Context: an optimization exercise on an open-source flow, tuned for small area, a short achievable clock period and few clock cycles per item. The choices shown serve that exercise and are no tape-out recipe. The RTL was checked by simulation tests, not by an equivalence proof against the original design. Power is estimated from default activity; no workload was simulated.

## flow/config.mk

```make
export PLATFORM = sky130hd
export DESIGN_NAME = tomasulo_core
export DESIGN_NICKNAME = tomasulo_core
export VERILOG_FILES = /design/flow/design.v
export SDC_FILE = /design/flow/constraint.sdc
export NUM_CORES = 4
export LEC_CHECK = 0
export CAP_MARGIN = 20
export CORE_MARGIN = 2
export CORE_UTILIZATION = 40
export CTS_CLUSTER_DIAMETER = 60
export CTS_CLUSTER_SIZE = 25
export SETUP_SLACK_MARGIN = 4.2
export SLEW_MARGIN = 20
```

## flow/constraint.sdc

```tcl
create_clock -name core_clock -period 7.0 [get_ports {clk_i}]
set_input_delay 1.4000 -clock core_clock [delete_from_list [all_inputs] [get_ports {clk_i}]]
set_output_delay 1.4000 -clock core_clock [all_outputs]
set_load 0.01 [all_outputs]
```

## flow/design.v

```verilog
`timescale 1ns/1ps
module tomasulo_core (
    input  logic        clk_i,
    input  logic        rst_n_i,
    input  logic        psel_i,
    input  logic        penable_i,
    input  logic        pwrite_i,
    input  logic [11:0] paddr_i,
    input  logic [31:0] pwdata_i,
    output logic        pready_o,
    output logic [31:0] prdata_o,
    output logic        pslverr_o,
    output logic        commit_valid_o,
    output logic [3:0]  commit_rd_o,
    output logic [31:0] commit_value_o
);
    localparam logic [3:0] OP_SUB  = 4'd1;
    localparam logic [3:0] OP_SLL  = 4'd5;
    localparam logic [3:0] OP_ADDI = 4'd6;
    localparam logic [3:0] OP_LI   = 4'd7;
    logic        setup;
    logic        access;
    logic [11:0] reg_off;
    logic        reg_hit;
    logic [3:0]  raddr;        
    logic        rd_en;        
    logic [3:0]  op_q;
    logic [3:0]  rd_q;
    logic [15:0] imm_q;
    logic [15:0] sel_q;        
    logic        cmt_q;        
    logic        fwd_a_q;      
    logic        exec1_q;      
    logic        exec2_q;      
    logic [3:0]  rd2_q;
    logic        rd_wait_q;    
    logic        err_q;        
    logic [31:0] regs_q [16];
    logic [15:0] written_q;    
    logic [15:0] live;         
    logic [31:0] port;
    logic [31:0] a_q;          
    logic [31:0] src_a;
    logic [31:0] opnd_b;
    logic [31:0] imm_sx;
    logic        no_a;
    logic        use_imm;
    logic        is_sub;
    logic        pass_a;
    logic [31:0] g_q;          
    logic [31:0] p_q;          
    logic [4:0]  sh_q;
    logic        cin_q;
    logic        is_sum_q;
    logic        is_and_q;
    logic        is_or_q;
    logic        is_xor_q;
    logic        is_sll_q;
    logic [32:0] gen [7];
    logic [32:0] prop [7];
    logic [31:0] sum;
    logic [31:0] result;
    logic        commit_valid_q;
    logic [3:0]  commit_rd_q;
    logic [31:0] commit_value_q;
    assign setup   = psel_i & ~penable_i;
    assign access  = psel_i & penable_i;
    assign reg_off = paddr_i - 12'h100;
    assign reg_hit = (paddr_i >= 12'h100) && (reg_off < 12'd64) && (reg_off[1:0] == 2'b00);
    assign raddr = penable_i ? pwdata_i[19:16] : (pwrite_i ? pwdata_i[23:20] : reg_off[5:2]);
    assign rd_en = psel_i & (penable_i ? pwrite_i : (pwrite_i | reg_hit));
    for (genvar r = 0; r < 16; r++) begin : g_live
        assign live[r] = written_q[r] | (commit_valid_q & (commit_rd_q == 4'(r)));
    end
    always_ff @(posedge clk_i) begin
        op_q  <= pwdata_i[31:28];
        rd_q  <= pwdata_i[27:24];
        imm_q <= pwdata_i[15:0];
        for (int r = 0; r < 16; r++) begin
            sel_q[r] <= rd_en & (raddr == 4'(r)) & live[r] & ~(exec2_q & (rd2_q == 4'(r)));
        end
        cmt_q   <= rd_en & exec2_q & (rd2_q == raddr);
        fwd_a_q <= exec2_q & (rd2_q == pwdata_i[23:20]);
    end
    always_ff @(posedge clk_i or negedge rst_n_i) begin
        if (!rst_n_i) begin
            exec1_q   <= 1'b0;
            exec2_q   <= 1'b0;
            rd_wait_q <= 1'b0;
            err_q     <= 1'b0;
        end else begin
            exec1_q   <= access & pwrite_i & (paddr_i == 12'h000);
            exec2_q   <= exec1_q;
            rd_wait_q <= setup & ~pwrite_i;
            err_q     <= pwrite_i ? (paddr_i != 12'h000) : ~reg_hit;
        end
    end
    always_comb begin
        port = cmt_q ? commit_value_q : 32'd0;
        for (int r = 0; r < 16; r++) begin
            port = port | (sel_q[r] ? regs_q[r] : 32'd0);
        end
    end
    always_ff @(posedge clk_i) begin
        a_q <= port;
    end
    assign imm_sx  = {{16{imm_q[15]}}, imm_q};
    assign no_a    = op_q == OP_LI;
    assign use_imm = (op_q == OP_ADDI) | (op_q == OP_LI);
    assign is_sub  = op_q == OP_SUB;
    assign pass_a  = op_q == OP_SLL;
    assign src_a   = no_a ? 32'd0 : (fwd_a_q ? commit_value_q : a_q);
    assign opnd_b  = use_imm ? imm_sx : (is_sub ? ~port : port);
    always_ff @(posedge clk_i) begin
        g_q      <= pass_a ? src_a : (src_a & opnd_b);
        p_q      <= src_a ^ opnd_b;
        sh_q     <= port[4:0];
        cin_q    <= is_sub;
        is_sum_q <= (op_q == 4'd0) | is_sub | use_imm;
        is_and_q <= op_q == 4'd2;
        is_or_q  <= op_q == 4'd3;
        is_xor_q <= op_q == 4'd4;
        is_sll_q <= pass_a;
        rd2_q    <= rd_q;
    end
    assign gen[0]  = {g_q, cin_q};
    assign prop[0] = {p_q, 1'b0};
    for (genvar l = 0; l < 6; l++) begin : g_pfx
        for (genvar i = 0; i < 33; i++) begin : g_bit
            if (i >= (1 << l)) begin : g_op
                assign gen[l+1][i]  = gen[l][i] | (prop[l][i] & gen[l][i-(1<<l)]);
                assign prop[l+1][i] = prop[l][i] & prop[l][i-(1<<l)];
            end else begin : g_pass
                assign gen[l+1][i]  = gen[l][i];
                assign prop[l+1][i] = prop[l][i];
            end
        end
    end
    assign sum = p_q ^ gen[6][31:0];
    assign result = ({32{is_sum_q}} & sum)
                  | ({32{is_and_q | is_or_q}} & g_q)
                  | ({32{is_xor_q | is_or_q}} & p_q)
                  | ({32{is_sll_q}} & (g_q << sh_q));
    always_ff @(posedge clk_i) begin
        commit_rd_q    <= rd2_q;
        commit_value_q <= result;
        for (int r = 0; r < 16; r++) begin
            if (commit_valid_q && commit_rd_q == 4'(r)) begin
                regs_q[r] <= commit_value_q;
            end
        end
    end
    always_ff @(posedge clk_i or negedge rst_n_i) begin
        if (!rst_n_i) begin
            written_q      <= 16'd0;
            commit_valid_q <= 1'b0;
        end else begin
            commit_valid_q <= exec2_q;
            written_q      <= live;
        end
    end
    assign pready_o       = ~rd_wait_q;
    assign pslverr_o      = err_q;
    assign prdata_o       = a_q;
    assign commit_valid_o = commit_valid_q;
    assign commit_rd_o    = commit_rd_q;
    assign commit_value_o = commit_value_q;
endmodule
```

## flow/run.sh

```bash
#!/bin/bash
# synth_recipe.tcl (not shown) runs the flow's synth.tcl, then flattens the netlist and writes it again
# the make line also repeats each setting of config.mk as NAME=value (left out here)
make -C /OpenROAD-flow-scripts/flow DESIGN_CONFIG=/design/flow/config.mk WORK_HOME=/design/flow/orfs CLKGATE_MAP_FILE= SYNTH_SCRIPT=/design/flow/synth_recipe.tcl finish
```

==> impl_metrics.yaml, run 1 <==
setup_path:
  path_depth: 2
  path_cells: "buf_12 > clkdlybuf4s15_2"
  arrival_ps: 1350
  cp-end-kind: "output port"
  critPathMaxFanout: 3
  worstPathRequired_ps: 5600
  path_buf_inv: 2
  critPathSlowestCell: "dfxtp_4"
  cpPeakStageDelay_ps: 380
  rr_worst_depth: 10
  start_kind: "flip-flop"
  cp_top_family: "flip-flops"
  crit_type: "flip-flop to output port"
timing:
  report.final.setup_viol: 0
  worst_pin_slew_ps: 837.3
  fin_skew_ps: 30.18
  fmax_ghz: 0.3635
  rsz0062_at_grt: "true"
  setup_tns_ps: 0
  relSlewSlack: 0.4418
  maxSlewViolCount: 0
  post-route-min-period_ps: 2751
  finalCritPeriodShare: 0.3930
  hold_viol_final: 0
grt:
  busiest_layer: "met2"
  use_met1: 0.3492
  use_met3: 0.04998
  grt_pass1_wl_um: 132100
  grtUsageTotal: 0.2438
  grt_pass1_vias: 18928
  use_met2: 0.3807
  grt_max_degree: 63
  antenna_found_initial: 8
  grt_overflow_total: 0
floorplan:
  num_io_pins: 120
  die_x_um: 271.3
  fp-row-count: 98
  dieHeight_um: 271.3
  start_util: 0.4019
  fp.dieArea_um2: 73620
  core_um2: 71120
finish:
  final_layout_size_suffix_gt1_frac: 0.1527
  fillers: 6245
  nets: 2280
  layout_commonest_cell: "edfxtp_1"
  final_cell_mix: "edfxtp_1, a22oi_1, nand2_1"
  diodes: 0
  area_growth_pct: 16.87
  fin_area_um2: 33410
power:
  total_leakage_power_nw: 12.71
  powerDensity_nw_per_um2: 241.2
  max-vdd-ir-drop_mv: 0.1846
clocking:
  ctsLongestPathBuffers: 3
  ctsHoldBuffers: 0
  h-tree-depth: 2
  numCtsBuffers: 51
  insertion_delay_ps: 630
  cts-root-buf: "clkbuf_16"
  cts_tree: "done"
  clock_sinks: 717
  clk_pin_slew_worst_paths_ps: 90
synthesis:
  ys.flop_type: "edfxtp_1"
  netlist_instances: 2075
  synth_cell_types: 73
  synth_top_cell_area_share: 0.5379
  mappedNetlistArea_um2: 28580
  async_flop_share: 0.02929
  synth_edf_count: 512
  avgSynthCellArea_um2: 13.78
  syn-num-nets: 2157
  ys_seq_elements: 717
  seq_area_frac_synth: 0.6851
  yosys.area.top_type: "edfxtp_1"
  yosysWarningCount: 4
  synthTopCellsByArea: "edfxtp_1, dfxtp_1, a22oi_1"
placed_design:
  post_dp_cell_area_um2: 30900
  io_buffers: 119
  gp_congestion: 0.8641
  place_hpwl_um: 51280
detailed_routing:
  wl_um: 91470
  avgRoutedWirePerCell_um: 28.68
  drt_pass1_iterations: 6
  drt_iter0_drc: 2263
  postRouteAntennaNets: 0
  viasPerCell: 6.096
  vias: 19440
  remaining_drc_errors: 0
flow_run:
  drv_cap: 0
run_status:
  status: "no timing/DRC/antenna violations"
hold_path:
  hold_path_class: "flip-flop to flip-flop"
  min_path_cells: 0
final cells by class:
type                       instances  area, µm²  share of cell area
clock inverter                    36      461.7             0.01382
multi-input combinational       1183       8542              0.2557
clock buffer                      58       1386             0.04150
inverter                          32      123.9            0.003708
timing repair inverter             1      5.005           0.0001498
tap                              950       1189             0.03558
sequential                       717      19730              0.5906
timing repair buffer             212       1968             0.05892
cells in the mapped netlist (7+ instances only):
| cell type | instances |
|---|---|
| o21ai_0 | 51 |
| edfxtp_1 | 512 |
| and2_1 | 8 |
| a21o_1 | 14 |
| a22o_1 | 14 |
| nor2_1 | 128 |
| dfxtp_1 | 184 |
| xor2_1 | 13 |
| mux4_2 | 28 |
| a221oi_1 | 28 |
| and3_1 | 23 |
| xnor2_1 | 44 |
| nand3_1 | 55 |
| or2_2 | 7 |
| buf_2 | 12 |
| a211oi_1 | 11 |
| nand2_1 | 145 |
| o21ai_1 | 39 |
| buf_1 | 7 |
| nand4_1 | 30 |
| nor3_1 | 21 |
| ha_1 | 33 |
| a2111oi_0 | 15 |
| a21oi_1 | 62 |
| nor2b_1 | 9 |
| mux2i_1 | 61 |
| clkbuf_1 | 119 |
| o221ai_1 | 7 |
| a222oi_1 | 50 |
| dfrtp_1 | 21 |
| inv_1 | 31 |
| mux2_2 | 8 |
| a22oi_1 | 198 |
worst reg2reg max path, cell delays in order, from the launching register on:
cell and delay, ps:
dfxtp_4 380, buf_12 110, buf_6 180, buf_4 210
mux4_2 530, mux2_2 300, nor2_1 90, a311o_1 120
o21ai_1 80, a221o_1 360, a311o_1 270
report_power, final:
group | leakage [nW] | switching, W | total (W) | internal, W
logic | 4.17 | 0.000133 | 0.000215 | 0.0000813
registers | 7.64 | 0.0000500 | 0.00459 | 0.00454
clock network | 0.906 | 0.00170 | 0.00325 | 0.00155
total | 12.7 | 0.00188 | 0.00806 | 0.00618
layer usage:
metal	vias up	share of wire
met5	-	0.00014
met3	128	0.10
met4	2	0.023
met1	9912	0.42
met2	1023	0.46
li1	8375	-
path summary, 6_finish.rpt:
| path | startpoint | slack (ps) | to |
|---|---|---|---|
| max in group asynchronous | rst_n_i | 5870 | commit_valid_q |
| hold / removal | rd_q[2] | 330 | rd2_q[2] |
| setup reg to reg | a_q[1] | 4280 | commit_value_q[30] |
| min in group asynchronous | rst_n_i | 740 | rd_wait_q |
| hold reg to reg | rd_q[2] | 330 | rd2_q[2] |
| setup / recovery | a_q[0] | 4250 | prdata_o[0] |
registers in the layout, summed over array words and instances, names as in the netlist, 4 cells and up:
| signal | flops |
|---|---|
| rd_q | 4 |
| p_q | 32 |
| written_q | 16 |
| commit_rd_q | 4 |
| op_q | 4 |
| regs_q | 512 |
| sel_q | 16 |
| imm_q | 16 |
| commit_value_q | 32 |
| a_q | 32 |
| g_q | 32 |
| rd2_q | 4 |
logic make-up (layout without fill, tap and decap cells):
logic type | count (synthesis) | in the layout | synth area share
adder cells (fa/ha/maj) | 33 | 33 | 0.01444
XOR/XNOR | 57 | 57 | 0.01746
AND/OR/NAND/NOR | 456 | 456 | 0.07349
flip-flops | 717 | 717 | 0.6851
AO/OA/AOI/OAI | 539 | 539 | 0.1377
buffers and inverters | 175 | 339 | 0.02477
multiplexers | 98 | 98 | 0.04697
repair_timing:
item | 4_1_cts | 5_1_grt
gates cloned | 2 | 1
buffers inserted | 36 | 5
pin swaps | 0 | 2
gates resized for setup | 204 | 39
setup endpoints to repair | 78 | 41
stage by stage:
stage / hold slack [ps] / utilization / power (W) / setup WS (ps) / std cells
global route: 351.7 / 0.4697 / 0.008275 / 4042 / 3189
global placement: 309.8 / 0.4344 / 0.004891 / 3617 / 3051
finish: 330.4 / 0.4697 / 0.008058 / 4249 / 3189
CTS: 333.4 / 0.4674 / 0.008103 / 4032 / 3183
detailed placement: 314.3 / 0.4344 / 0.004893 / 3532 / 3051
floorplan: 309.6 / - / 0.004775 / 4162 / 2075
Testbench counts, summed over its fixed seeds: cycles 6,424, items 3,200.
==> run 2, diff against run 1 <==
--- a/flow/design.v
+++ b/flow/design.v
@@ -115,5 +115,5 @@
         g_q      <= pass_a ? src_a : (src_a & opnd_b);
         p_q      <= src_a ^ opnd_b;
-        sh_q     <= port[4:0];
+        sh_q     <= opnd_b[4:0];
         cin_q    <= is_sub;
         is_sum_q <= (op_q == 4'd0) | is_sub | use_imm;
==> flow/flow/run.sh (new file) <==
#!/bin/bash
# The standard layout (standard.sh, all ORFS steps up to finish), except that
# the port buffers are built from buf_2 cells instead of the default choice,
# a delay cell whose footprint the resizer cannot leave. Each port still gets
# its own buffer; the resizer may size it within the buf footprint.
set -euo pipefail
export BUFFER_PORTS_ARGS="-buffer_cell sky130_fd_sc_hd__buf_2"
bash standard.sh > standard.log 2>&1
==> flow/standard.sh (new file) <==
#!/bin/bash
# synth_recipe.tcl (not shown) runs the flow's synth.tcl, then flattens the netlist and writes it again
# the make line also repeats each setting of config.mk as NAME=value (left out here)
make -C /OpenROAD-flow-scripts/flow DESIGN_CONFIG=/design/flow/config.mk WORK_HOME=/design/flow/orfs CLKGATE_MAP_FILE= SYNTH_SCRIPT=/design/flow/synth_recipe.tcl "${@:-finish}"
--- a/flow/config.mk
+++ b/flow/config.mk
@@ -11,4 +11,4 @@
 export CTS_CLUSTER_DIAMETER = 60
 export CTS_CLUSTER_SIZE = 25
-export SETUP_SLACK_MARGIN = 4.2
+export SETUP_SLACK_MARGIN = 4.3
 export SLEW_MARGIN = 20
removed: flow/run.sh
==> impl_metrics.yaml, run 2 <==
run_status:
  status: "no timing/DRC/antenna violations"
clocking:
  clock_sinks: 722
  cts-root-buf: "clkbuf_16"
  clk_pin_slew_worst_paths_ps: 80
  numCtsBuffers: 48
  insertion_delay_ps: 650
  ctsLongestPathBuffers: 3
  h-tree-depth: 2
  cts_tree: "done"
floorplan:
  fp-row-count: 97
  die_x_um: 270.4
  fp.dieArea_um2: 73100
  start_util: 0.4046
  num_io_pins: 120
  core_um2: 70150
  dieHeight_um: 270.4
hold_path:
  min_path_cells: 0
  hold_path_class: "flip-flop to flip-flop"
  hold_path.startpoint: "rd_q[1]"
  min_to: "rd2_q[1]"
finish:
  area_growth_pct: 14.70
  largest_reg_flops: 512
  nets: 2286
  fin_area_um2: 32550
  diodes: 0
  regMostFlops: "regs_q"
  final_cell_mix: "edfxtp_1, a22oi_1, dfxtp_1"
  final_layout_size_suffix_gt1_frac: 0.1779
  fillers: 6254
  layout_commonest_cell: "edfxtp_1"
setup_path:
  rr_endpoint: "commit_value_q[26]"
  r2r_slack_ps: 4390
  arrival_ps: 1270
  path_cells: "buf_2"
  crit_type: "flip-flop to output port"
  cp-end-kind: "output port"
  critPathMaxFanout: 2
  cpPeakStageDelay_ps: 460
  r2r-start: "p_q[11]"
  start_kind: "flip-flop"
  critPathSlowestCell: "dfxtp_1"
  path_buf_inv: 1
  cp_top_family: "flip-flops"
  rr_worst_depth: 8
  worstPathRequired_ps: 5600
synthesis:
  synth_cell_types: 71
  yosysMostFrequentCell: "edfxtp_1"
  netlist_instances: 2054
  yosysWarningCount: 4
  synthTopCellsByCount: "edfxtp_1, a22oi_1, dfxtp_1"
  ys_seq_elements: 722
  avgSynthCellArea_um2: 13.82
  mappedNetlistArea_um2: 28380
  synth_top_cell_area_share: 0.5417
  async_flop_share: 0.02909
  syn-num-nets: 2136
  synth_edf_count: 512
  seq_area_frac_synth: 0.6936
  yosys.area.top_type: "edfxtp_1"
  synthTopCellsByArea: "edfxtp_1, dfxtp_1, a22oi_1"
  ys.flop_type: "edfxtp_1"
power:
  seqPwrFrac: 0.584
  clkPwrFrac: 0.384
  total_leakage_power_nw: 12.61
  powerDensity_nw_per_um2: 243.4
  p_sw_frac: 0.2276
  internal_power_w: 0.006120
  max-vdd-ir-drop_mv: 0.1743
  p_total_w: 0.007923
  power_frac_comb: 0.032
  p_sw_w: 0.001803
timing:
  holdWs_ps: 331.9
  worst_pin_slew_ps: 1014
  finalCritPeriodShare: 0.3820
  report.final.setup_viol: 0
  fin_skew_ps: 50.18
  post-route-min-period_ps: 2674
  relSlewSlack: 0.3221
  maxSlewViolCount: 0
  setup_tns_ps: 0
  fmax_ghz: 0.3740
  hold_viol_final: 0
  rsz0062_at_grt: "true"
detailed_routing:
  viasPerCell: 5.954
  drt_iter0_drc: 2639
  drt_pass1_iterations: 7
  wl_um: 86090
  remaining_drc_errors: 0
  avgRoutedWirePerCell_um: 27.05
  vias: 18953
  postRouteAntennaNets: 0
flow_run:
  drv_cap: 0
grt:
  grt_overflow_total: 0
  grt_max_degree: 58
  grt_pass1_vias: 18447
  grt_pass1_wl_um: 124700
  grtUsageTotal: 0.2296
  antenna_found_initial: 5
placed_design:
  place_hpwl_um: 49800
  gp_congestion: 0.9333
  io_buffers: 119
  post_dp_cell_area_um2: 30260
## run 2: cell count changes after synthesis, moves of 6 or more
| cell | delta |
|---|---|
| a221oi_1 | -11 |
| a211oi_1 | -6 |
| o21ai_0 | +32 |
| mux2_2 | +6 |
| nand2_1 | -9 |
| nand3_1 | -8 |
| o21ai_1 | -27 |
| clkbuf_1 | -13 |
| and3_1 | -7 |
| a21oi_1 | +7 |
| nor2_1 | +8 |
| mux4_2 | -15 |
| mux2i_1 | +18 |
## run 2: cell families after synthesis
logic type,count (synthesis),share of synthesized area
xor gates and xnor gates,57,0.01759
DFF,722,0.6936
and+or+nand+nor,437,0.07133
buffers and inverters,156,0.02134
AOI/OAI and AO/OA,542,0.1375
muxes,107,0.04413
adders and majority gates,33,0.01455
## run 2: what timing repair did
item,4_1_cts,5_1_grt
gates resized for setup,82,12
hold buffers,0,0
buffers inserted,31,13
pin swaps,0,1
setup endpoints to repair,77,12
## run 2: worst max-delay path by stage
stage,startpoint,slack [ps],endpoint,depth (start not counted)
2_1_floorplan,commit_rd_q[1],4270,sel_q[11],4
3_3_place_gp,sh_q[1],3920,commit_value_q[26],7
4_1_cts,commit_value_q[4],4080,commit_value_o[4],1
3_5_place_dp,paddr_i[6],3860,sel_q[0],8
6_report,commit_value_q[3],4330,commit_value_o[3],1
5_1_grt,sh_q[0],4190,commit_value_q[26],10
## run 2: power by group through the flow
stage / Sequential (W) / Clock [W] / Combinational, W
2_1_floorplan: 0.00472 / 0 / 0.000113
3_3_place_gp: 0.00474 / 0 / 0.000191
5_1_grt: 0.00463 / 0.00325 / 0.000268
6_report: 0.00463 / 0.00305 / 0.000250
4_1_cts: 0.00463 / 0.00309 / 0.000236
3_5_place_dp: 0.00475 / 0 / 0.000194
## run 2: cell type report
class	count	area (µm²)	share of cell area
well taps	940	1176	0.03613
clock buffers	54	1245	0.03824
inverters	33	128.9	0.003959
clock inverters	35	420.4	0.01291
repair buffers	223	1574	0.04835
multi-input cells	1176	8249	0.2534
flip-flops and latches	722	19760	0.6070
## run 2: per-layer routing
layer	vias to the layer above	GRT usage	share of wire
li1	8319	-	-
met1	9633	0.3227	0.42
met2	880	0.3754	0.48
met3	121	0.02614	0.076
met4	0	0.06877	0.027
met5	-	0	0
## run 2: per-stage QoR
stage                     utilization  setup WS (ps)  cells
final                          0.4641           4326   3183
after floorplan                     -           4266   2054
after global routing           0.4641           4190   3183
after detailed placement       0.4314           3859   3050
after CTS                      0.4620           4076   3170
after global placement         0.4314           3921   3050
Testbench counts of run 2, summed over its fixed seeds: cycles 6,424, items 3,200.
==> run 3, diff against run 2 <==
--- a/flow/design.v
+++ b/flow/design.v
@@ -28,6 +28,8 @@
     logic [3:0]  rd_q;
     logic [15:0] imm_q;
-    logic [15:0] sel_q;        
+    logic [7:0]  sel_a_q;      
+    logic [7:0]  sel_b_q;      
     logic        cmt_q;        
+    logic        wbp_q;        
     logic        fwd_a_q;      
     logic        exec1_q;      
@@ -36,7 +38,18 @@
     logic        rd_wait_q;    
     logic        err_q;        
-    logic [31:0] regs_q [16];
+    logic [31:0] pos_a_q [8];  
+    logic [31:0] pos_b_q [8];  
+    logic        ph_q;
+    logic        wr_ok;        
+    logic        dly_q;        
+    logic [31:0] wb_q;
+    logic [3:0]  wb_rd_q;
+    logic [31:0] wdata;
+    logic [7:0]  wen;
+    logic [15:0] wmask;
     logic [15:0] written_q;    
     logic [15:0] live;         
+    logic [15:0] pend;         
+    logic [15:0] sel_r;
     logic [31:0] port;
     logic [31:0] a_q;          
@@ -70,6 +83,24 @@
     assign raddr = penable_i ? pwdata_i[19:16] : (pwrite_i ? pwdata_i[23:20] : reg_off[5:2]);
     assign rd_en = psel_i & (penable_i ? pwrite_i : (pwrite_i | reg_hit));
-    for (genvar r = 0; r < 16; r++) begin : g_live
-        assign live[r] = written_q[r] | (commit_valid_q & (commit_rd_q == 4'(r)));
+    assign wr_ok = commit_rd_q[0] != ph_q;
+    assign wdata = dly_q ? wb_q : commit_value_q;
+    for (genvar r = 0; r < 16; r++) begin : g_wmask
+        assign wmask[r] = (commit_valid_q & wr_ok & (commit_rd_q == 4'(r)))
+                        | (dly_q & (wb_rd_q == 4'(r)));
+        assign live[r]  = written_q[r] | wmask[r];
+        assign pend[r]  = (exec2_q & (rd2_q == 4'(r)))
+                        | (commit_valid_q & ~wr_ok & (commit_rd_q == 4'(r)));
+        assign sel_r[r] = rd_en & (raddr == 4'(r)) & live[r] & ~pend[r];
+    end
+    for (genvar k = 0; k < 8; k++) begin : g_wen
+        assign wen[k] = wmask[2*k] | wmask[2*k+1];
+    end
+    always_ff @(posedge clk_i) begin
+        for (int k = 0; k < 8; k++) begin
+            pos_a_q[k] <= wen[k] ? wdata : pos_b_q[k];
+            pos_b_q[k] <= pos_a_q[k];
+        end
+        wb_q    <= commit_value_q;
+        wb_rd_q <= commit_rd_q;
     end
     always_ff @(posedge clk_i) begin
@@ -77,8 +108,10 @@
         rd_q  <= pwdata_i[27:24];
         imm_q <= pwdata_i[15:0];
-        for (int r = 0; r < 16; r++) begin
-            sel_q[r] <= rd_en & (raddr == 4'(r)) & live[r] & ~(exec2_q & (rd2_q == 4'(r)));
+        for (int k = 0; k < 8; k++) begin
+            sel_a_q[k] <= ph_q ? sel_r[2*k] : sel_r[2*k+1];
+            sel_b_q[k] <= ph_q ? sel_r[2*k+1] : sel_r[2*k];
         end
         cmt_q   <= rd_en & exec2_q & (rd2_q == raddr);
+        wbp_q   <= rd_en & commit_valid_q & ~wr_ok & (commit_rd_q == raddr);
         fwd_a_q <= exec2_q & (rd2_q == pwdata_i[23:20]);
     end
@@ -97,7 +130,8 @@
     end
     always_comb begin
-        port = cmt_q ? commit_value_q : 32'd0;
-        for (int r = 0; r < 16; r++) begin
-            port = port | (sel_q[r] ? regs_q[r] : 32'd0);
+        port = (cmt_q ? commit_value_q : 32'd0) | (wbp_q ? wb_q : 32'd0);
+        for (int k = 0; k < 8; k++) begin
+            port = port | (sel_a_q[k] ? pos_a_q[k] : 32'd0)
+                        | (sel_b_q[k] ? pos_b_q[k] : 32'd0);
         end
     end
@@ -145,9 +179,4 @@
         commit_rd_q    <= rd2_q;
         commit_value_q <= result;
-        for (int r = 0; r < 16; r++) begin
-            if (commit_valid_q && commit_rd_q == 4'(r)) begin
-                regs_q[r] <= commit_value_q;
-            end
-        end
     end
     always_ff @(posedge clk_i or negedge rst_n_i) begin
@@ -155,7 +184,11 @@
             written_q      <= 16'd0;
             commit_valid_q <= 1'b0;
+            ph_q           <= 1'b0;
+            dly_q          <= 1'b0;
         end else begin
             commit_valid_q <= exec2_q;
             written_q      <= live;
+            ph_q           <= ~ph_q;
+            dly_q          <= commit_valid_q & ~wr_ok;
         end
     end
--- a/flow/config.mk
+++ b/flow/config.mk
@@ -9,6 +9,7 @@
 export CORE_MARGIN = 2
 export CORE_UTILIZATION = 40
-export CTS_CLUSTER_DIAMETER = 60
-export CTS_CLUSTER_SIZE = 25
+export CTS_CLUSTER_DIAMETER = 70
+export CTS_CLUSTER_SIZE = 30
+export PLACE_DENSITY = 0.75
 export SETUP_SLACK_MARGIN = 4.3
 export SLEW_MARGIN = 20
==> impl_metrics.yaml, run 3 <==
setup_path:
  cpPeakStageDelay_ps: 470
  critPathMaxFanout: 5
  start_kind: "flip-flop"
  cp_top_family: "flip-flops"
  path_buf_inv: 1
  crit_type: "flip-flop to output port"
  critPathSlowestCell: "dfxtp_2"
  path_cells: "buf_2"
  cp-end-kind: "output port"
  arrival_ps: 1290
  worstPathRequired_ps: 5600
placed_design:
  dpl.cell_count: 3649
  io_buffers: 119
  place_hpwl_um: 51020
  gp_congestion: 0.9865
finish:
  stdcell_count: 3722
  final_cell_mix: "dfxtp_1, nor2_1, a21oi_1"
  layout_commonest_cell: "dfxtp_1"
  fillers: 6463
  area_growth_pct: 10.48
  diodes: 0
  final_layout_size_suffix_gt1_frac: 0.1215
  top_regs: "pos_a_q (256), pos_b_q (256)"
  nets: 2850
synthesis:
  yosysMostFrequentCell: "dfxtp_1"
  yosysWarningCount: 5
  yosys.area.top_type: "dfxtp_1"
  synth_edf_count: 0
  synth-xor-area-share: 0.01961
  yosys.area_share.simple: 0.1081
  synthMuxAreaShare: 0.06031
  async_flop_share: 0.03022
  ys_seq_elements: 761
  mappedNetlistArea_um2: 27700
  synth_adder_area_share: 0.01491
  synth_top_family_by_area: "compound AO/OA/AOI/OAI gates"
  synth_cell_types: 78
  synthTopCellsByArea: "dfxtp_1, a21oi_1, nor2_1"
  netlist_instances: 2759
  synth_compound_area_frac: 0.2120
  seq_area_frac_synth: 0.5542
  avgSynthCellArea_um2: 10.04
  synth_top_cell_area_share: 0.5334
  synthTopCellsByCount: "dfxtp_1, nor2_1, a21oi_1"
  syn-num-nets: 2841
  ys.flop_type: "dfxtp_1"
timing:
  report.final.setup_viol: 0
  fin_skew_ps: 50.63
  worst_pin_slew_ps: 1106
  rsz0062_at_grt: "false"
  fmax_ghz: 0.3717
  finalCritPeriodShare: 0.3844
  setup_tns_ps: 0
  maxSlewViolCount: 0
  post-route-min-period_ps: 2691
  hold_viol_final: 0
  relSlewSlack: 0.2626
detailed_routing:
  dr_wl_met2_um: 38540
  drt_pass1_iterations: 8
  wl_met1_um: 35020
  wl_um: 83790
  routed.top_layer: "met4"
  viasPerCell: 5.880
  drt_iter0_drc: 2452
  wl_met3_um: 7176
  avgRoutedWirePerCell_um: 22.51
  postRouteAntennaNets: 0
  remaining_drc_errors: 0
  vias: 21886
grt:
  grt_overflow_total: 0
  grt_max_degree: 65
  antenna_found_initial: 1
  grt_pass1_vias: 20763
  grtUsageTotal: 0.2269
  grt_pass1_wl_um: 124900
floorplan:
  core_um2: 68590
  dieHeight_um: 267.1
  num_io_pins: 120
  start_util: 0.4038
  fp-row-count: 96
  die_x_um: 267.1
  fp.dieArea_um2: 71370
power:
  powerDensity_nw_per_um2: 244.0
  max-vdd-ir-drop_mv: 0.1712
  total_leakage_power_nw: 11.58
clocking:
  cts_tree: "done"
  ctsHoldBuffers: 0
  cts-root-buf: "clkbuf_16"
  ctsLongestPathBuffers: 3
  numCtsBuffers: 38
  insertion_delay_ps: 630
  h-tree-depth: 2
  clk_pin_slew_worst_paths_ps: 110
  clock_sinks: 761
run_status:
  status: "no timing/DRC/antenna violations"
flow_run:
  drv_cap: 0
hold_path:
  hold_path_class: "flip-flop to flip-flop"
[run 3: timing repair]
| item | CTS | global route |
|---|---|---|
| gates cloned | 0 | 1 |
| pin swaps | 0 | 1 |
| gates resized for setup | 49 | 24 |
| buffers inserted | 0 | 9 |
| endpoints found under the setup margin | 258 | 210 |
[run 3: metrics by stage]
| stage | cell area (µm²) | power, W | hold slack, ps | utilization | worst slack, ps |
|---|---|---|---|---|---|
| 2_1_floorplan | 27740 | 0.004723 | 309.6 | - | 4279 |
| 3_3_place_gp | 29030 | 0.004846 | 309.7 | 0.4232 | 4013 |
| 3_5_place_dp | 29030 | 0.004847 | 315.0 | 0.4232 | 3885 |
| 4_1_cts | 30440 | 0.007487 | 324.2 | 0.4438 | 4298 |
| 5_1_grt | 30600 | 0.007679 | 330.3 | 0.4462 | 4301 |
| 6_report | 30600 | 0.007467 | 327.9 | 0.4462 | 4309 |
[run 3: layout make-up]
class / count / area (µm²) / area share
multi-input combinational: 1787 / 11610 / 0.3793
inverter: 22 / 86.33 / 0.002821
timing repair inverter: 1 / 5.005 / 0.0001635
clock buffer: 42 / 987.2 / 0.03226
clock inverter: 21 / 335.3 / 0.01096
tap: 931 / 1165 / 0.03807
sequential: 761 / 15470 / 0.5056
timing repair buffer: 157 / 943.4 / 0.03083
[run 3: cell families (layout without fill, tap and decap cells)]
kind of cell | Yosys count | after routing
multiplexers | 146 | 146
XOR/XNOR | 62 | 62
adder cells (fa/ha/maj) | 33 | 33
AND/OR/NAND/NOR | 667 | 667
AO/OA/AOI/OAI | 879 | 879
buffers and inverters | 211 | 243
flip-flops | 761 | 761
[run 3: power by group]
| part | internal, W | leakage [nW] | switching [W] |
|---|---|---|---|
| Clock | 0.00115 | 0.635 | 0.00156 |
| Sequential | 0.00438 | 6.31 | 0.0000926 |
| Combinational | 0.000105 | 4.63 | 0.000181 |
| Total | 0.00563 | 11.6 | 0.00183 |
[run 3: path summary, 6_finish.rpt]
check,start,end,slack [ps],cells after the start
setup / recovery,commit_value_q[4],commit_value_o[4],4310,1
hold / removal,pos_a_q[5][13],pos_b_q[5][13],330,0
setup reg to reg,p_q[0],commit_value_q[21],4340,8
hold reg to reg,pos_a_q[5][13],pos_b_q[5][13],330,0
max in group asynchronous,rst_n_i,dly_q,5780,1
min in group asynchronous,rst_n_i,commit_valid_q,790,1
[run 3: metal layers]
| metal | up-vias | GRT usage |
|---|---|---|
| li1 | 10070 | - |
| met1 | 10572 | 0.3005 |
| met2 | 1044 | 0.3705 |
| met3 | 200 | 0.04018 |
| met4 | 0 | 0.08245 |
| met5 | - | 0 |
Testbench counts of run 3, summed over its fixed seeds: cycles 6,424, items 3,200.
==> run 4, diff against run 3 <==
--- a/flow/config.mk
+++ b/flow/config.mk
@@ -11,5 +11,5 @@
 export CTS_CLUSTER_DIAMETER = 70
 export CTS_CLUSTER_SIZE = 30
-export PLACE_DENSITY = 0.75
+export PLACE_DENSITY = 0.85
 export SETUP_SLACK_MARGIN = 4.3
 export SLEW_MARGIN = 20
==> impl_metrics.yaml, run 4 <==
setup_path:
  worstPathRequired_ps: 5600
  arrival_ps: 1270
  cpPeakStageDelay_ps: 510
  path_buf_inv: 1
  start_kind: "flip-flop"
  crit_type: "flip-flop to output port"
  cp_top_family: "flip-flops"
  rr_endpoint: "g_q[4]"
  critPathMaxFanout: 11
  r2r-start: "cmt_q"
  path_cells: "buf_2"
  rr_worst_depth: 10
  r2r_slack_ps: 4360
  critPathSlowestCell: "dfxtp_2"
  cp-end-kind: "output port"
timing:
  worst_pin_slew_ps: 1052
  fmax_ghz: 0.3752
  post-route-min-period_ps: 2666
  relSlewSlack: 0.2985
  finalCritPeriodShare: 0.3808
  rsz0062_at_grt: "true"
  maxSlewViolCount: 0
  fin_skew_ps: 37.23
  setup_tns_ps: 0
  report.final.setup_viol: 0
  hold_viol_final: 0
clocking:
  cts_tree: "done"
  h-tree-depth: 2
  ctsHoldBuffers: 0
  ctsLongestPathBuffers: 3
  insertion_delay_ps: 590
  cts-root-buf: "clkbuf_16"
  numCtsBuffers: 35
  clock_sinks: 761
  clk_pin_slew_worst_paths_ps: 90
synthesis:
  synth_edf_count: 0
  synth-xor-area-share: 0.01961
  yosys.area_share.simple: 0.1081
  async_flop_share: 0.03022
  ys_seq_elements: 761
  avgSynthCellArea_um2: 10.04
  mappedNetlistArea_um2: 27700
  synth_top_cell_area_share: 0.5334
  yosys.area.top_type: "dfxtp_1"
  syn-num-nets: 2841
  synthMuxAreaShare: 0.06031
  yosysMostFrequentCell: "dfxtp_1"
  synth_compound_area_frac: 0.2120
  synth_cell_types: 78
  yosysWarningCount: 5
  synthTopCellsByCount: "dfxtp_1, nor2_1, a21oi_1"
  synthTopCellsByArea: "dfxtp_1, a21oi_1, nor2_1"
  seq_area_frac_synth: 0.5542
  ys.flop_type: "dfxtp_1"
  synth_top_family_by_area: "compound AO/OA/AOI/OAI gates"
  synth_adder_area_share: 0.01491
  netlist_instances: 2759
detailed_routing:
  drt_pass1_iterations: 8
  remaining_drc_errors: 0
  vias: 22358
  avgRoutedWirePerCell_um: 22.44
  viasPerCell: 6.020
  wl_um: 83320
  postRouteAntennaNets: 0
  drt_iter0_drc: 2774
hold_path:
  min_path_cells: 0
  hold_path_class: "flip-flop to flip-flop"
  min_to: "rd2_q[1]"
  hold_path.startpoint: "rd_q[1]"
grt:
  grt_pass1_wl_um: 125000
  grt_overflow_total: 0
  grt_max_degree: 65
  grtUsageTotal: 0.2235
  antenna_found_initial: 1
  grt_pass1_vias: 21507
finish:
  final_layout_size_suffix_gt1_frac: 0.1143
  fillers: 6261
  layout_commonest_cell: "dfxtp_1"
  nets: 2847
  final_cell_mix: "dfxtp_1, nor2_1, a21oi_1"
  diodes: 0
  area_growth_pct: 9.599
  top_regs: "pos_a_q (256), pos_b_q (256)"
placed_design:
  place_hpwl_um: 51160
  io_buffers: 119
  gp_congestion: 0.9481
run_status:
  status: "no timing/DRC/antenna violations"
power:
  max-vdd-ir-drop_mv: 0.2634
  total_leakage_power_nw: 11.48
  powerDensity_nw_per_um2: 237.9
  p_total_w: 0.007222
floorplan:
  dieHeight_um: 267.1
  start_util: 0.4038
  core_um2: 68590
  fp-row-count: 96
  num_io_pins: 120
  fp.dieArea_um2: 71370
  die_x_um: 267.1
flow_run:
  drv_cap: 0
==> run 4: metal layers <==
| layer | vias to the layer above | routed length, µm | GRT usage |
|---|---|---|---|
| li1 | 10069 | - | - |
| met1 | 10745 | 32610 | 0.2885 |
| met2 | 1339 | 39020 | 0.3695 |
| met3 | 205 | 9118 | 0.04781 |
| met4 | 0 | 2582 | 0.07744 |
| met5 | - | 0 | 0 |
==> run 4: repair_timing <==
item | in CTS | in global routing
setup endpoints to repair | 253 | 143
resized for setup | 43 | 20
setup buffers | 0 | 4
cloned | 1 | 0
==> run 4: final cells by class <==
cell class	instances	area, µm²	share of cell area
timing repair buffer	157	939.7	0.03095
tap	931	1165	0.03837
multi-input combinational	1787	11610	0.3825
inverter	22	86.33	0.002844
timing repair inverter	1	7.507	0.0002473
clock inverter	16	192.7	0.006347
clock buffer	39	932.1	0.03071
sequential	761	15420	0.5080
==> run 4: worst max path at each step <==
| stage | startpoint | to | slack, ps | cells after the start |
|---|---|---|---|---|
| global placement | sh_q[3] | commit_value_q[28] | 4040 | 8 |
| CTS | commit_value_q[19] | commit_value_o[19] | 4300 | 1 |
| floorplan | pwrite_i | wbp_q | 4280 | 7 |
| global route | commit_rd_q[0] | commit_rd_o[0] | 4290 | 1 |
| detailed placement | pwrite_i | sel_b_q[4] | 3900 | 7 |
| finish | commit_rd_q[0] | commit_rd_o[0] | 4330 | 1 |
==> run 4: kinds of logic (layout without fill, tap and decap cells) <==
family                     Yosys count  in the layout
AOI/OAI and AO/OA                  879            879
DFF                                761            761
and+or+nand+nor                    667            667
buffers and inverters              211            235
muxes                              146            146
xor gates and xnor gates            62             62
adders and majority gates           33             33
==> run 4: worst reg2reg max path: stages (launching register included) <==
cell and delay (ps):
dfxtp_1 310, buf_4 310, a22o_1 340, a221oi_1 200, and3_1 190, nand4_1 230
xnor2_1 210, a21oi_1 360, ha_1 220, nor2_1 50, a21oi_1 140
==> run 4: power by group <==
part / leakage [nW] / switching (W) / total, W / internal, W
registers: 6.30 / 0.0000980 / 0.00448 / 0.00438
clock network: 0.553 / 0.00144 / 0.00246 / 0.00102
logic: 4.62 / 0.000177 / 0.000281 / 0.000104
total: 11.5 / 0.00171 / 0.00722 / 0.00551
==> run 4: per-stage QoR <==
step	setup WS [ps]	instances	area, µm²	util	hold slack, ps
3_3_place_gp	4042	3654	29050	0.4235	310.4
4_1_cts	4303	3710	30250	0.4411	332.5
6_report	4334	3714	30360	0.4426	333.3
5_1_grt	4292	3714	30360	0.4426	344.8
2_1_floorplan	4279	2759	27740	-	309.6
3_5_place_dp	3901	3654	29050	0.4235	313.8
==> run 5, diff against run 4 <==
--- a/flow/design.v
+++ b/flow/design.v
@@ -21,5 +21,4 @@
     logic        setup;
     logic        access;
-    logic [11:0] reg_off;
     logic        reg_hit;
     logic [3:0]  raddr;        
@@ -36,5 +35,5 @@
     logic        exec2_q;      
     logic [3:0]  rd2_q;
-    logic        rd_wait_q;    
+    logic        ready_q;      
     logic        err_q;        
     logic [31:0] pos_a_q [8];  
@@ -43,6 +42,8 @@
     logic        wr_ok;        
     logic        dly_q;        
-    logic [31:0] wb_q;
-    logic [3:0]  wb_rd_q;
+    logic [7:0]  dly_ring_q;   
+    logic [31:0] wb_q;         
+    logic [3:0]  wb_rd_q;      
+    logic        wb_valid_q;
     logic [31:0] wdata;
     logic [7:0]  wen;
@@ -51,5 +52,8 @@
     logic [15:0] live;         
     logic [15:0] pend;         
-    logic [15:0] sel_r;
+    logic [15:0] rd_ok;        
+    logic [7:0]  ok_a;         
+    logic [7:0]  ok_b;
+    logic        in_a;         
     logic [31:0] port;
     logic [31:0] a_q;          
@@ -79,21 +83,23 @@
     assign setup   = psel_i & ~penable_i;
     assign access  = psel_i & penable_i;
-    assign reg_off = paddr_i - 12'h100;
-    assign reg_hit = (paddr_i >= 12'h100) && (reg_off < 12'd64) && (reg_off[1:0] == 2'b00);
-    assign raddr = penable_i ? pwdata_i[19:16] : (pwrite_i ? pwdata_i[23:20] : reg_off[5:2]);
-    assign rd_en = psel_i & (penable_i ? pwrite_i : (pwrite_i | reg_hit));
+    assign reg_hit = (paddr_i[11:6] == 6'b000100) && (paddr_i[1:0] == 2'b00);
+    assign raddr = penable_i ? pwdata_i[19:16] : (pwrite_i ? pwdata_i[23:20] : paddr_i[5:2]);
+    assign rd_en = pwrite_i | reg_hit;
     assign wr_ok = commit_rd_q[0] != ph_q;
     assign wdata = dly_q ? wb_q : commit_value_q;
     for (genvar r = 0; r < 16; r++) begin : g_wmask
         assign wmask[r] = (commit_valid_q & wr_ok & (commit_rd_q == 4'(r)))
-                        | (dly_q & (wb_rd_q == 4'(r)));
+                        | (dly_q & dly_ring_q[r/2] & ((r % 2 == 1) != ph_q));
         assign live[r]  = written_q[r] | wmask[r];
         assign pend[r]  = (exec2_q & (rd2_q == 4'(r)))
                         | (commit_valid_q & ~wr_ok & (commit_rd_q == 4'(r)));
-        assign sel_r[r] = rd_en & (raddr == 4'(r)) & live[r] & ~pend[r];
+        assign rd_ok[r] = live[r] & ~pend[r];
     end
     for (genvar k = 0; k < 8; k++) begin : g_wen
-        assign wen[k] = wmask[2*k] | wmask[2*k+1];
-    end
+        assign wen[k]  = wmask[2*k] | wmask[2*k+1];
+        assign ok_a[k] = ph_q ? rd_ok[2*k] : rd_ok[2*k+1];
+        assign ok_b[k] = ph_q ? rd_ok[2*k+1] : rd_ok[2*k];
+    end
+    assign in_a = raddr[0] ^ ph_q;
     always_ff @(posedge clk_i) begin
         for (int k = 0; k < 8; k++) begin
@@ -103,4 +109,7 @@
         wb_q    <= commit_value_q;
         wb_rd_q <= commit_rd_q;
+        for (int k = 0; k < 8; k++) begin
+            dly_ring_q[k] <= commit_rd_q[3:1] == 3'(k);
+        end
     end
     always_ff @(posedge clk_i) begin
@@ -109,9 +118,10 @@
         imm_q <= pwdata_i[15:0];
         for (int k = 0; k < 8; k++) begin
-            sel_a_q[k] <= ph_q ? sel_r[2*k] : sel_r[2*k+1];
-            sel_b_q[k] <= ph_q ? sel_r[2*k+1] : sel_r[2*k];
+            sel_a_q[k] <= rd_en & (raddr[3:1] == 3'(k)) & in_a & ok_a[k];
+            sel_b_q[k] <= rd_en & (raddr[3:1] == 3'(k)) & ~in_a & ok_b[k];
         end
         cmt_q   <= rd_en & exec2_q & (rd2_q == raddr);
         wbp_q   <= rd_en & commit_valid_q & ~wr_ok & (commit_rd_q == raddr);
+        ready_q <= ~(setup & ~pwrite_i);
         fwd_a_q <= exec2_q & (rd2_q == pwdata_i[23:20]);
     end
@@ -120,10 +130,8 @@
             exec1_q   <= 1'b0;
             exec2_q   <= 1'b0;
-            rd_wait_q <= 1'b0;
             err_q     <= 1'b0;
         end else begin
             exec1_q   <= access & pwrite_i & (paddr_i == 12'h000);
             exec2_q   <= exec1_q;
-            rd_wait_q <= setup & ~pwrite_i;
             err_q     <= pwrite_i ? (paddr_i != 12'h000) : ~reg_hit;
         end
@@ -186,4 +194,5 @@
             ph_q           <= 1'b0;
             dly_q          <= 1'b0;
+            wb_valid_q     <= 1'b0;
         end else begin
             commit_valid_q <= exec2_q;
@@ -191,11 +200,12 @@
             ph_q           <= ~ph_q;
             dly_q          <= commit_valid_q & ~wr_ok;
-        end
-    end
-    assign pready_o       = ~rd_wait_q;
+            wb_valid_q     <= commit_valid_q;
+        end
+    end
+    assign pready_o       = ready_q;
     assign pslverr_o      = err_q;
     assign prdata_o       = a_q;
-    assign commit_valid_o = commit_valid_q;
-    assign commit_rd_o    = commit_rd_q;
-    assign commit_value_o = commit_value_q;
+    assign commit_valid_o = wb_valid_q;
+    assign commit_rd_o    = wb_rd_q;
+    assign commit_value_o = wb_q;
 endmodule
--- a/flow/config.mk
+++ b/flow/config.mk
@@ -12,4 +12,4 @@
 export CTS_CLUSTER_SIZE = 30
 export PLACE_DENSITY = 0.85
-export SETUP_SLACK_MARGIN = 4.3
+export SETUP_SLACK_MARGIN = 4.5
 export SLEW_MARGIN = 20
==> impl_metrics.yaml, run 5 <==
detailed_routing:
  remaining_drc_errors: 0
  drt_iter0_drc: 2875
  drt_pass1_iterations: 7
  wl_um: 85060
  avgRoutedWirePerCell_um: 22.62
  viasPerCell: 6.040
  postRouteAntennaNets: 0
  vias: 22712
floorplan:
  die_x_um: 268.1
  fp-row-count: 96
  num_io_pins: 120
  core_um2: 68830
  start_util: 0.4054
  fp.dieArea_um2: 71880
  dieHeight_um: 268.1
timing:
  setup_tns_ps: 0
  setup_slack_ps: 4479
  fmax_ghz: 0.3967
  relSlewSlack: 0.4479
  rsz0062_at_grt: "true"
  hold_viol_final: 0
  report.final.setup_viol: 0
  post-route-min-period_ps: 2521
  fin_skew_ps: 40.90
  finalCritPeriodShare: 0.3601
  maxSlewViolCount: 0
  worst_pin_slew_ps: 805.1
grt:
  grt_max_degree: 65
  antenna_found_initial: 1
  grtUsageTotal: 0.2275
  grt_pass1_wl_um: 127200
  grt_overflow_total: 0
  grt_pass1_vias: 21945
power:
  max-vdd-ir-drop_mv: 0.1679
  total_leakage_power_nw: 11.95
  powerDensity_nw_per_um2: 236.6
finish:
  stdcell_count: 3760
  fin_area_um2: 31530
  nets: 2893
  diodes: 0
  fillers: 6112
  layout_commonest_cell: "dfxtp_1"
  final_layout_size_suffix_gt1_frac: 0.1513
  area_growth_pct: 13.02
  final_cell_mix: "dfxtp_1, nor2_1, a21oi_1"
  top_regs: "pos_a_q (256), pos_b_q (256)"
setup_path:
  arrival_ps: 1120
  critPathSlowestCell: "dfxtp_4"
  crit_type: "flip-flop to output port"
  path_buf_inv: 1
  worstPathRequired_ps: 5600
  cp-end-kind: "output port"
  start_kind: "flip-flop"
  r2r-start: "sel_a_q[5]"
  critPathMaxFanout: 2
  cp_top_family: "flip-flops"
  cpPeakStageDelay_ps: 380
  crit_start: "a_q[21]"
  path_cells: "buf_6"
synthesis:
  synth_edf_count: 0
  ys.flop_type: "dfxtp_1"
  yosysMostFrequentCell: "dfxtp_1"
  async_flop_share: 0.02987
  yosysWarningCount: 5
  synthTopCellsByArea: "dfxtp_1, a21oi_1, nor2_1"
  mappedNetlistArea_um2: 27900
  syn-num-nets: 2848
  synthTopCellsByCount: "dfxtp_1, nor2_1, a21oi_1"
  synth_cell_types: 75
  yosys.area.top_type: "dfxtp_1"
  seq_area_frac_synth: 0.5566
  synth_top_cell_area_share: 0.5360
  netlist_instances: 2766
  ys_seq_elements: 770
  avgSynthCellArea_um2: 10.09
placed_design:
  gp_congestion: 0.9866
  dpl.cell_count: 3643
  post_dp_cell_area_um2: 29080
  pre_cts_ws_ps: 3923
  place_hpwl_um: 51200
  io_buffers: 119
clocking:
  clk_pin_slew_worst_paths_ps: 110
  numCtsBuffers: 37
  insertion_delay_ps: 610
  cts-root-buf: "clkbuf_16"
  cts_tree: "done"
  h-tree-depth: 2
  ctsHoldBuffers: 0
  ctsLongestPathBuffers: 3
  clock_sinks: 770
run_status:
  status: "no timing/DRC/antenna violations"
hold_path:
  hold_path_class: "flip-flop to flip-flop"
  hold_path.startpoint: "pos_a_q[3][23]"
flow_run:
  drv_cap: 0
-- run 5: cell types whose count changed in the layout (fill, tap and decap cells not counted), sizes merged, moves of 12 or more --
cell,change
a221o,+13
buf,+51
mux2i,-16
nand2,+15
nand3,+12
nand4,-18
-- run 5: layer usage --
| layer | track usage | up-vias | routed length (µm) |
|---|---|---|---|
| li1 | - | 10143 | - |
| met4 | 0.1025 | 0 | 4183 |
| met1 | 0.2875 | 10836 | 32470 |
| met2 | 0.3718 | 1435 | 39140 |
| met3 | 0.05031 | 298 | 9275 |
| met5 | 0 | - | 0 |
-- run 5: layout make-up --
| cell class | instances | area (µm²) | area share |
|---|---|---|---|
| Timing Repair Buffer | 206 | 1793 | 0.05686 |
| Timing Repair inverter | 1 | 7.507 | 0.0002381 |
| Inverter | 15 | 63.81 | 0.002024 |
| Clock inverter | 16 | 229.0 | 0.007261 |
| Sequential cell | 770 | 15710 | 0.4983 |
| Tap cell | 931 | 1165 | 0.03694 |
| Clock buffer | 41 | 982.2 | 0.03115 |
| Multi-Input combinational cell | 1780 | 11580 | 0.3673 |
-- run 5: stage by stage --
stage / utilization / hold WS [ps] / power [W]
after global placement: 0.4224 / 309.9 / 0.004907
after floorplan: - / 309.6 / 0.004784
after CTS: 0.4515 / 335.3 / 0.007446
after detailed placement: 0.4224 / 312.1 / 0.004910
final: 0.4582 / 333.6 / 0.007462
after global routing: 0.4582 / 341.4 / 0.007667
-- run 5: path summary, 6_finish.rpt --
check / endpoint / slack [ps] / depth (start not counted)
max in group asynchronous: dly_q / 5760 / 1
hold / removal: pos_b_q[3][23] / 330 / 0
setup reg to reg: g_q[31] / 4580 / 9
min in group asynchronous: written_q[15] / 790 / 1
setup / recovery: prdata_o[21] / 4480 / 1
hold reg to reg: pos_b_q[3][23] / 330 / 0
-- run 5: where the power goes --
group	internal [W]	switching, W	total, W
logic	0.000137	0.000199	0.000336
registers	0.00443	0.0000959	0.00452
clock network	0.00109	0.00151	0.00260
-- run 5: what timing repair did --
action                                  4_1_cts  5_1_grt
setup buffers                                30       29
pin swaps                                     0        5
gates cloned                                  1        0
endpoints found under the setup margin      385      187
gates resized for setup                     188       53
-- run 5: cells by family after synthesis --
logic type / synth area share
XOR/XNOR: 0.02072
AO/OA/AOI/OAI: 0.2110
adder cells (fa/ha/maj): 0.01480
multiplexers: 0.05709
flip-flops: 0.5566
buffers and inverters: 0.03310
AND/OR/NAND/NOR: 0.1067
Testbench counts of run 5, summed over its fixed seeds: cycles 6,432, items 3,200.

## what the ideal ports hide
No port has a modelled driver above. Below, the same layouts with a new extraction and two added sets of constraints.
Step 1 sets driving cells, clkbuf_16 on the clock port and buf_2 on the other inputs (assumed; they add their load-dependent delay and slew).
Step 2 also shifts input and output timing later by t, the mid clock arrival at the registers, as if the neighbouring blocks saw the same clock.
Three values: ideal ports, drivers, drivers and shift; two values: the first two.
run | t (ns) | setup slack, ns | worst hold slack (ns) | worst slew at a driven data input, ns
run 1 | 0.678 | 4.249 / 4.186 / 3.654 | 0.330 / 0.330 / 0.330 | 0.05
run 2 | 0.681 | 4.326 / 4.262 / 3.849 | 0.332 / 0.332 / 0.332 | 0.04
run 3 | 0.665 | 4.309 / 4.250 / 3.945 | 0.328 / 0.328 / 0.328 | 0.05
run 4 | 0.625 | 4.334 / 4.279 / 3.961 | 0.333 / 0.333 / 0.333 | 0.06
run 5 | 0.649 | 4.479 / 4.423 / 3.926 | 0.334 / 0.334 / 0.334 | 0.04
After both steps every run listed still meets setup and hold. The setup slack of run 1, which loses most, moves by -0.063 ns with the drivers and by -0.595 ns with both steps.
